Source: an optimization exercise on an open RTL-to-GDS flow (aim: small area and a short achievable clock period). Production flows keep margins and buffers that such runs may drop. RTL that was checked went through simulation tests only; none was proved equivalent to the original. Power figures rest on the tool's default switching activity, not on a simulated workload.

==> 02-12 <==
## bmd_ep_mem
module bmd_ep_mem
(
   input  wire              clk,
   input  wire              rst_i,
   input  wire [6:0]        a_i,
   input  wire              wr_en_i,
   input  wire [31:0]       wr_d_i,
   output logic [31:0]      rd_d_o,
   output logic             init_rst_o,
   output logic [80:0]      mwr_desc_o,
   output logic [80:0]      mrd_desc_o,
   output logic [31:0]      mwr_data_o,
   output logic             mwr_zerolen_en_o,
   output logic [3:0]       trn_wait_count_o,
   output logic [31:0]      cpld_data_o,
   output logic             rd_metering_o,
   output logic [7:0]       mwr_wrr_cnt_o,
   output logic [7:0]       mrd_wrr_cnt_o,
   output logic             mrd_done_o,
   input  wire              mwr_done_i,
   input  wire [81:0]       cpl_status_i,
   input  wire [8:0]        link_cfg_i,
   input  wire              tags_all_back_i
);
==> module bmd_csr_dec1, before the edit <==
module bmd_csr_dec1 #(
   parameter int K = 0
) (
   input  wire [6:0] a_i,
   input  wire       wr_en_i,
   input  wire       rst_i,
   output logic      sel_o,
   output logic      we_o,
   output logic      hold_o
);
   assign sel_o  = (a_i == 7'(K));
   assign we_o   = wr_en_i && sel_o && !rst_i;
   assign hold_o = !(wr_en_i && sel_o) && !rst_i;
endmodule
==> module bmd_csr_dec, before the edit <==
module bmd_csr_dec (
   input  wire [6:0]   a_i,
   input  wire         wr_en_i,
   input  wire         rst_i,
   output logic [17:0] sel_o,
   output logic [17:0] we_o,
   output logic [17:0] hold_o
);
   for (genvar k = 0; k < 18; k++) begin : g_idx
      bmd_csr_dec1 #(.K(k)) u_dec1 (
         .a_i     (a_i),
         .wr_en_i (wr_en_i),
         .rst_i   (rst_i),
         .sel_o   (sel_o[k]),
         .we_o    (we_o[k]),
         .hold_o  (hold_o[k])
      );
   end
endmodule
export LEC_CHECK = 0
export CAP_MARGIN = 20
export CORE_MARGIN = 2
export CORE_UTILIZATION = 40
export SETUP_SLACK_MARGIN = 3.3
export SLEW_MARGIN = 20
export SYNTH_HIERARCHICAL = 1
create_clock -name core_clock -period 5.8 [get_ports {clk}]
standard.sh (not shown) runs the stock make flow with config.mk's settings and CLKGATE_MAP_FILE= SYNTH_SCRIPT=/design/flow/synth_recipe.tcl, a recipe that flattens the netlist after the stock synthesis.
==> flow/flow/run.sh <==
#!/bin/bash
# Standard layout, with the smallest plain buffer on every port instead of the
# default delay buffer (the resizer still upsizes any that timing needs), and a
# clock tree of smaller buffers without dummy balancing loads.
set -uo pipefail
export BUFFER_PORTS_ARGS="-buffer_cell sky130_fd_sc_hd__buf_1"
export CTS_ARGS="-sink_clustering_enable -repair_clock_nets -dont_use_dummy_load -buf_list {sky130_fd_sc_hd__clkbuf_4 sky130_fd_sc_hd__clkbuf_8}"
bash standard.sh > standard.log 2>&1
==> 08-25 (differences from 02-12) <==
--- a/flow/design.v
+++ b/flow/design.v
@@ -179,16 +179,2 @@
 `default_nettype none
-module bmd_csr_dec1 #(
-   parameter int K = 0
-) (
-   input  wire [6:0] a_i,
-   input  wire       wr_en_i,
-   input  wire       rst_i,
-   output logic      sel_o,
-   output logic      we_o,
-   output logic      hold_o
-);
-   assign sel_o  = (a_i == 7'(K));
-   assign we_o   = wr_en_i && sel_o && !rst_i;
-   assign hold_o = !(wr_en_i && sel_o) && !rst_i;
-endmodule
 module bmd_csr_dec (
@@ -201,11 +187,8 @@
 );
-   for (genvar k = 0; k < 18; k++) begin : g_idx
-      bmd_csr_dec1 #(.K(k)) u_dec1 (
-         .a_i     (a_i),
-         .wr_en_i (wr_en_i),
-         .rst_i   (rst_i),
-         .sel_o   (sel_o[k]),
-         .we_o    (we_o[k]),
-         .hold_o  (hold_o[k])
-      );
+   always_comb begin
+      for (int k = 0; k < 18; k++) begin
+         sel_o[k]  = (a_i == 7'(k));
+         we_o[k]   = wr_en_i && sel_o[k] && !rst_i;
+         hold_o[k] = !(wr_en_i && sel_o[k]) && !rst_i;
+      end
    end
--- a/flow/flow/run.sh
+++ b/flow/flow/run.sh
@@ -6,3 +6,3 @@
 export BUFFER_PORTS_ARGS="-buffer_cell sky130_fd_sc_hd__buf_1"
-export CTS_ARGS="-sink_clustering_enable -repair_clock_nets -dont_use_dummy_load -buf_list {sky130_fd_sc_hd__clkbuf_4 sky130_fd_sc_hd__clkbuf_8}"
+export CTS_ARGS="-sink_clustering_enable -repair_clock_nets -dont_use_dummy_load -sink_clustering_size 16 -sink_clustering_max_diameter 50 -buf_list {sky130_fd_sc_hd__clkbuf_4 sky130_fd_sc_hd__clkbuf_8}"
 bash standard.sh > standard.log 2>&1
Settings changed: CORE_UTILIZATION 40 to 65.
==> comparison <==
Against 02-12, the wire length of 08-25 is smaller by about 3.5%. Register-to-register slack is about the same in 08-25 and 02-12. Against 08-25, the total power of 02-12 is higher by about 14%. In synthesized cell count, 08-25 and 02-12 hardly differ. In 02-12 the first-iteration DRC count is smaller than in 08-25, by 35%. Between 02-12 and 08-25, the lower setup slack is in 08-25 (gap 44 ps). 02-12 passed the timing, DRC and antenna checks. 08-25 completed with no timing, DRC or antenna violations. In 02-12 the clock power is higher than in 08-25, by 43%. Sequential power is about the same in 08-25 and 02-12. Between 02-12 and 08-25, the lower non-clock buffer count is in 02-12 (gap 21). In 08-25 the combinational power is larger than in 02-12, by about 3%.
==> figures <==
	08-25	02-12
Result of the run	no timing/DRC/antenna violations	no timing/DRC/antenna violations
Routability-driven placement congestion ratio	0.961	0.904
Switching share of power	25.0%	24.5%
Number of warning messages in the yosys log	13	12
Fraction of area in non-clock buffers	12.5%	10.9%
Insertion delay to the later sink of the worst-skew pair	610 ps	680 ps
Core region area	32500 um2	53600 um2
Part of the power in combinational logic	6.0%	5.1%
Via total after detailed routing	19.8k	18.7k
Pre-CTS WS	2070 ps	1770 ps
Fin crit share	44.6%	43.8%
CLK BUF	42	80
Part of the total power dissipated in the clock network	32.6%	40.8%
Number of nets in the finished design	2650	2675
Power dissipated by switching net loads	1.31 mW	1.46 mW
Proportion of cell area occupied by registers	36.9%	36.1%
Critical path depth	9	7
Critical R2R Launch	u_csr_regfile.mrd_desc_o[39]$_DFF_P_	u_csr_regfile.mrd_desc_o[33]$_DFF_P_
Initial core utilization	65.9%	40.3%
Routed met1 length	28000 um	33700 um
Register-to-Register Setup Slack	3370 ps	3360 ps
For 02-12, only the layout was checked, not whether the RTL still works.

---

==> run a <==
Another version of the RTL of bmd_ep_mem (not shown whole).
Settings: LEC_CHECK=0, CAP_MARGIN=20, CORE_MARGIN=2, CORE_UTILIZATION=55, SETUP_SLACK_MARGIN=3.38, SLEW_MARGIN=20, SYNTH_HIERARCHICAL=1; clock period 5.8 ns.
==> flow/flow/run.sh <==
#!/bin/bash
# Standard layout, with the smallest plain buffer on every port instead of the
# default delay buffer (the resizer still upsizes any that timing needs), and a
# clock tree of smaller buffers without dummy balancing loads.
set -uo pipefail
export BUFFER_PORTS_ARGS="-buffer_cell sky130_fd_sc_hd__buf_1"
export CTS_ARGS="-sink_clustering_enable -repair_clock_nets -dont_use_dummy_load -sink_clustering_size 16 -sink_clustering_max_diameter 50 -buf_list {sky130_fd_sc_hd__clkbuf_4 sky130_fd_sc_hd__clkbuf_8}"
bash standard.sh > standard.log 2>&1
==> inputs of run b, as changes to run a <==
--- a/flow/design.v
+++ b/flow/design.v
@@ -80,49 +80,43 @@
    output logic [31:0]      cpld_data_o,
    output logic             rd_metering_o,
    output logic [7:0]       mwr_wrr_cnt_o,
    output logic [7:0]       mrd_wrr_cnt_o,
    output logic             mwr_perf_ld_o,
    output logic             mrd_perf_ld_o
 );
    logic [31:0] rd_word;
-   logic [3:0][17:0] we_b;
-   logic [3:0][17:0] hold_b;
-   logic [3:0][17:0] sel_b;
-   logic [3:0][7:0]  lo_n_b;
-   logic [3:0][2:0]  hz_n_b;
    logic [17:0] we_lo, we_hi;
    logic [17:0] hold_lo, hold_hi;
+   logic [17:0] sel_lo, sel_hi;
    logic [17:0][31:0] we32;
    logic [17:0][31:0] hold32;
    logic [17:0][31:0] sel32;
-   for (genvar g = 0; g < 4; g++) begin : g_dec
-      bmd_csr_dec u_dec (
-         .a_i     (a_i),
-         .wr_en_i (wr_en_i),
-         .rst_i   (rst_i),
-         .sel_o   (sel_b[g]),
-         .we_o    (we_b[g]),
-         .hold_o  (hold_b[g]),
-         .lo_n_o  (lo_n_b[g]),
-         .hz_n_o  (hz_n_b[g])
-      );
-   end
-   assign we_lo   = we_b[0];
-   assign hold_lo = hold_b[0];
-   assign we_hi   = we_b[2];
-   assign hold_hi = hold_b[2];
+   bmd_csr_dec u_dec_lo (
+      .a_i     (a_i),
+      .wr_en_i (wr_en_i),
+      .rst_i   (rst_i),
+      .sel_o   (sel_lo),
+      .we_o    (we_lo),
+      .hold_o  (hold_lo)
+   );
+   bmd_csr_dec u_dec_hi (
+      .a_i     (a_i),
+      .wr_en_i (wr_en_i),
+      .rst_i   (rst_i),
+      .sel_o   (sel_hi),
+      .we_o    (we_hi),
+      .hold_o  (hold_hi)
+   );
    always_comb begin
       for (int k = 0; k < 18; k++) begin
-         for (int g = 0; g < 4; g++) begin
-            we32[k][8*g +: 8]   = {8{we_b[g][k]}};
-            hold32[k][8*g +: 8] = {8{hold_b[g][k]}};
-            sel32[k][8*g +: 8]  = {8{sel_b[g][k]}};
-         end
+         we32[k]   = {{16{we_hi[k]}}, {16{we_lo[k]}}};
+         hold32[k] = {{16{hold_hi[k]}}, {16{hold_lo[k]}}};
+         sel32[k]  = {{16{sel_hi[k]}}, {16{sel_lo[k]}}};
       end
    end
    logic start_we;
    logic start_hold;
    logic start_we_hi;
    logic start_hold_hi;
    assign start_we      = we_lo[REG_DMA_CS] && !init_rst_o;
    assign start_hold    = hold_lo[REG_DMA_CS] && !init_rst_o;
@@ -157,70 +151,66 @@
       mrd_desc_o.up_addr         <= (we32[REG_MRD_LEN][31:24] & wr_d_i[31:24]) | (hold32[REG_MRD_LEN][31:24] & mrd_desc_o.up_addr);
       mrd_desc_o.count <= (we32[REG_MRD_COUNT][15:0] & wr_d_i[15:0]) | (hold32[REG_MRD_COUNT][15:0] & mrd_desc_o.count);
       rd_metering_o <= (we32[REG_ARB_CTRL][1] & wr_d_i[1]) | (hold32[REG_ARB_CTRL][1] & rd_metering_o);
       mwr_wrr_cnt_o <= (we32[REG_ARB_CTRL][23:16] & wr_d_i[23:16]) | (hold32[REG_ARB_CTRL][23:16] & mwr_wrr_cnt_o)
                      | ({8{rst_i}} & WRR_CNT_RESET);
       mrd_wrr_cnt_o <= (we32[REG_ARB_CTRL][31:24] & wr_d_i[31:24]) | (hold32[REG_ARB_CTRL][31:24] & mrd_wrr_cnt_o)
                      | ({8{rst_i}} & WRR_CNT_RESET);
    end
-   assign mwr_perf_ld_o = we_b[1][REG_MWR_PERF];
-   assign mrd_perf_ld_o = we_b[3][REG_MRD_PERF];
-   logic [23:0][31:0] rw;
-   logic [2:0][31:0]  grp_word;
-   assign rw[0] = {FPGA_FAMILY, 4'b0, INTERFACE_TYPE, VERSION_NUMBER, 7'b0, init_rst_o};
-   assign rw[1] = {cpl_status_i.data_err, 6'b0, mrd_done_i, mrd_desc_o.int_dis, mrd_desc_o.nosnoop, mrd_desc_o.relaxed, 4'b0, mrd_desc_o.start, 7'b0, mwr_done_i, mwr_desc_o.int_dis, mwr_desc_o.nosnoop, mwr_desc_o.relaxed, 4'b0, mwr_desc_o.start};
-   assign rw[2] = mwr_desc_o.addr;
-   assign rw[3] = {mwr_desc_o.up_addr, 2'b0, mwr_zerolen_en_o, mwr_desc_o.phant_func_dis1, mwr_desc_o.en_64b, mwr_desc_o.tc, mwr_desc_o.len};
-   assign rw[4] = {12'b0, trn_wait_count_o, mwr_desc_o.count};
-   assign rw[5] = mwr_data_o;
-   assign rw[6] = cpld_data_o;
-   assign rw[7] = mrd_desc_o.addr;
-   assign rw[8] = {mrd_desc_o.up_addr, 3'b0, mrd_desc_o.phant_func_dis1, mrd_desc_o.en_64b, mrd_desc_o.tc, mrd_desc_o.len};
-   assign rw[9] = {16'b0, mrd_desc_o.count};
-   assign rw[10] = mwr_perf_i;
-   assign rw[11] = mrd_perf_i;
-   assign rw[12] = {15'b0, cpl_status_i.malformed, cpl_status_i.ur_tag, cpl_status_i.ur_found};
-   assign rw[13] = cpl_status_i.found;
-   assign rw[14] = cpl_status_i.data_size;
-   assign rw[15] = {26'b0, link_cfg_i.lnk_width, 2'b0};
-   assign rw[16] = {17'b0, link_cfg_i.max_rd_req, 5'b0, link_cfg_i.max_payload, 5'b0};
-   assign rw[17] = {mrd_wrr_cnt_o, mwr_wrr_cnt_o, 14'b0, rd_metering_o, 1'b0};
-   assign rw[23:18] = '0;
+   assign mwr_perf_ld_o = we_lo[REG_MWR_PERF];
+   assign mrd_perf_ld_o = we_hi[REG_MRD_PERF];
    always_comb begin
-      for (int m = 0; m < 3; m++) begin
-         for (int g = 0; g < 4; g++) begin
-            grp_word[m][8*g +: 8] = '0;
-            for (int j = 0; j < 8; j++) begin
-               grp_word[m][8*g +: 8] |= {8{!lo_n_b[g][j]}} & rw[8*m+j][8*g +: 8];
-            end
-         end
-      end
-      for (int g = 0; g < 4; g++) begin
-         rd_word[8*g +: 8] = '0;
-         for (int m = 0; m < 3; m++) begin
-            rd_word[8*g +: 8] |= {8{!hz_n_b[g][m]}} & grp_word[m][8*g +: 8];
-         end
-      end
+      rd_word = (sel32[REG_CTRL] &
+                 {FPGA_FAMILY, 4'b0, INTERFACE_TYPE, VERSION_NUMBER, 7'b0, init_rst_o})
+              | (sel32[REG_DMA_CS] &
+                 {cpl_status_i.data_err, 6'b0, mrd_done_i,
+                  mrd_desc_o.int_dis, mrd_desc_o.nosnoop, mrd_desc_o.relaxed, 4'b0,
+                  mrd_desc_o.start,
+                  7'b0, mwr_done_i,
+                  mwr_desc_o.int_dis, mwr_desc_o.nosnoop, mwr_desc_o.relaxed, 4'b0,
+                  mwr_desc_o.start})
+              | (sel32[REG_MWR_ADDR] & mwr_desc_o.addr)
+              | (sel32[REG_MWR_LEN] &
+                 {mwr_desc_o.up_addr, 2'b0, mwr_zerolen_en_o,
+                  mwr_desc_o.phant_func_dis1, mwr_desc_o.en_64b, mwr_desc_o.tc,
+                  mwr_desc_o.len})
+              | (sel32[REG_MWR_COUNT] & {12'b0, trn_wait_count_o, mwr_desc_o.count})
+              | (sel32[REG_MWR_DATA] & mwr_data_o)
+              | (sel32[REG_CPL_DATA] & cpld_data_o)
+              | (sel32[REG_MRD_ADDR] & mrd_desc_o.addr)
+              | (sel32[REG_MRD_LEN] &
+                 {mrd_desc_o.up_addr, 3'b0, mrd_desc_o.phant_func_dis1,
+                  mrd_desc_o.en_64b, mrd_desc_o.tc, mrd_desc_o.len})
+              | (sel32[REG_MRD_COUNT] & {16'b0, mrd_desc_o.count})
+              | (sel32[REG_MWR_PERF] & mwr_perf_i)
+              | (sel32[REG_MRD_PERF] & mrd_perf_i)
+              | (sel32[REG_CPL_STATUS] &
+                 {15'b0, cpl_status_i.malformed, cpl_status_i.ur_tag, cpl_status_i.ur_found})
+              | (sel32[REG_CPLD_FOUND] & cpl_status_i.found)
+              | (sel32[REG_CPLD_SIZE] & cpl_status_i.data_size)
+              | (sel32[REG_LINK_WIDTH] & {26'b0, link_cfg_i.lnk_width, 2'b0})
+              | (sel32[REG_LINK_PAYLOAD] &
+                 {17'b0, link_cfg_i.max_rd_req, 5'b0, link_cfg_i.max_payload, 5'b0})
+              | (sel32[REG_ARB_CTRL] &
+                 {mrd_wrr_cnt_o, mwr_wrr_cnt_o, 14'b0, rd_metering_o, 1'b0});
    end
    always_ff @(posedge clk) begin
       rd_d_o <= rd_word;
    end
 endmodule
 `default_nettype wire
 `default_nettype none
 module bmd_csr_dec (
    input  wire [6:0]   a_i,
    input  wire         wr_en_i,
    input  wire         rst_i,
    output logic [17:0] sel_o,
    output logic [17:0] we_o,
-   output logic [17:0] hold_o,
-   output logic [7:0]  lo_n_o,
-   output logic [2:0]  hz_n_o
+   output logic [17:0] hold_o
 );
    logic [4:0] na;
    logic [7:0] lo_n;
    logic [2:0] hz_n;
    logic [2:0] hzw_n;
    logic [2:0] hzr_n;
    logic       z;
    logic       wv;
@@ -238,18 +228,16 @@
    for (genvar m = 0; m < 3; m++) begin : g_hz
       bmd_g_nand3 u_hz  (.a(z), .b(m[1] ? a_i[4] : na[4]), .c(m[0] ? a_i[3] : na[3]),
                          .y(hz_n[m]));
       bmd_g_nand4 u_hzw (.a(z), .b(m[1] ? a_i[4] : na[4]), .c(m[0] ? a_i[3] : na[3]),
                          .d(wv), .y(hzw_n[m]));
       bmd_g_nand4 u_hzr (.a(z), .b(m[1] ? a_i[4] : na[4]), .c(m[0] ? a_i[3] : na[3]),
                          .d(wr_en_i), .y(hzr_n[m]));
    end
-   assign lo_n_o = lo_n;
-   assign hz_n_o = hz_n;
    for (genvar k = 0; k < 18; k++) begin : g_out
       bmd_g_nor2 u_sel  (.a(lo_n[k % 8]), .b(hz_n[k / 8]), .y(sel_o[k]));
       bmd_g_nor2 u_we   (.a(lo_n[k % 8]), .b(hzw_n[k / 8]), .y(we_o[k]));
       bmd_g_o21a u_hold (.a1(lo_n[k % 8]), .a2(hzr_n[k / 8]), .b1(rst_n), .y(hold_o[k]));
    end
 endmodule
 module bmd_g_inv (input wire a, output logic y);
    assign y = ~a;
SETUP_SLACK_MARGIN = 3.45   (was 3.38)
==> run summary <==
Between run b and run a, the lower first-iteration DRC count is in run b (gap 5.0%, measured against run a). In run b the cell count is lower than in run a, by about 2.8%. Against run b, the non-clock buffer count of run a is lower by 23. Of run b and run a, run b has the higher final area (gap about 3%, measured against run a). In run a the wire length is smaller than in run b, by 6.3%. Of run a and run b, run b has the higher utilization (gap 2.0 points). Between run a and run b, the lower area after synthesis is in run b (gap 0.55%, measured against run b). Hold slack: run b is higher than run a (0.028 ns). Maximum frequency: run b is higher than run a (3.6%). Between run a and run b, the lower count of clock-buffer cells in the layout is in run b (gap 2).
==> figures <==
quantity                                                                 run b                   run a
Count of nets after finishing                                             2713                    2793
Final hold slack                                                     0.3348 ns               0.3071 ns
Fraction of power spent switching nets                                  24.84%                  25.36%
Most common cell after layout, fill and taps aside     sky130_fd_sc_hd__a22o_1  sky130_fd_sc_hd__buf_1
Global-route usage over all layers                                      40.09%                  37.50%
Post-route design area                                               26370 um2               25640 um2
Final period utilization                                                42.13%                  43.64%
Max IR drop VDD                                                    0.0001418 V             0.0002151 V
Maximum clock rate                                                   409.3 MHz               395.1 MHz
Clock-pin slew on the worst setup and hold paths                       0.10 ns                 0.09 ns
Worst max-slew margin expressed relative to the limit                   34.90%                  30.13%
Power density over cell area                                      198.4 nW/um2            208.7 nW/um2
Crit-path max cell delay                                               0.58 ns                 0.70 ns
Outcome                                                         finished clean          finished clean
Vert. Die Dim                                                         202.0 um                202.6 um
Total combinational power                                             0.288 mW                0.370 mW
Cell leakage power                                                    10.21 nW                9.210 nW
Power share of the combinational group                                    5.5%                    6.9%
Sequential group share of total power                                    61.4%                   60.1%
Met3 Wirelength                                                        9459 um                 8378 um
Nonclk inv count                                                            46                      92
Hold Startpoint                                        u_cpl_tracker.st1_q[13]  u_cpl_tracker.st1_q[9]
Function was not checked in any run of this note: the RTL went through the layout flow alone.

==> re-timing with driven ports <==
The flow's constraints put no driver on any port. The routed layouts listed below were extracted and timed again, unchanged, in two steps. Step 1: set_driving_cell puts a clkbuf_16 on clk and a buf_2 on each other input, an assumption about the parent block. Step 2 moves the port delays by t, midway between the first and last clock arrival at a register: inputs arrive t later, outputs are due t later. That takes back most of the time a late clock gives input paths. Slacks: ideal ports / drivers / drivers and shift; pairs: ideal ports / drivers.
run | t, ns | setup slack, ns | latest minus earliest clock arrival (ns) | pins driven straight from the clock port
02-12 | 0.696 | 3.258 / 3.274 / 2.594 | 0.074 / 0.074 | 1
08-25 | 0.633 | 3.214 / 3.238 / 2.605 | 0.076 / 0.076 | 1
run a | 0.685 | 3.269 / 3.264 / 2.578 | 0.075 / 0.075 | 1
run b | 0.683 | 3.357 / 3.318 / 2.707 | 0.070 / 0.070 | 1
After both steps setup and hold are still met in every run listed. For run a, which loses most, drivers alone change the setup slack by -0.005 ns; drivers and shift together by -0.691 ns.
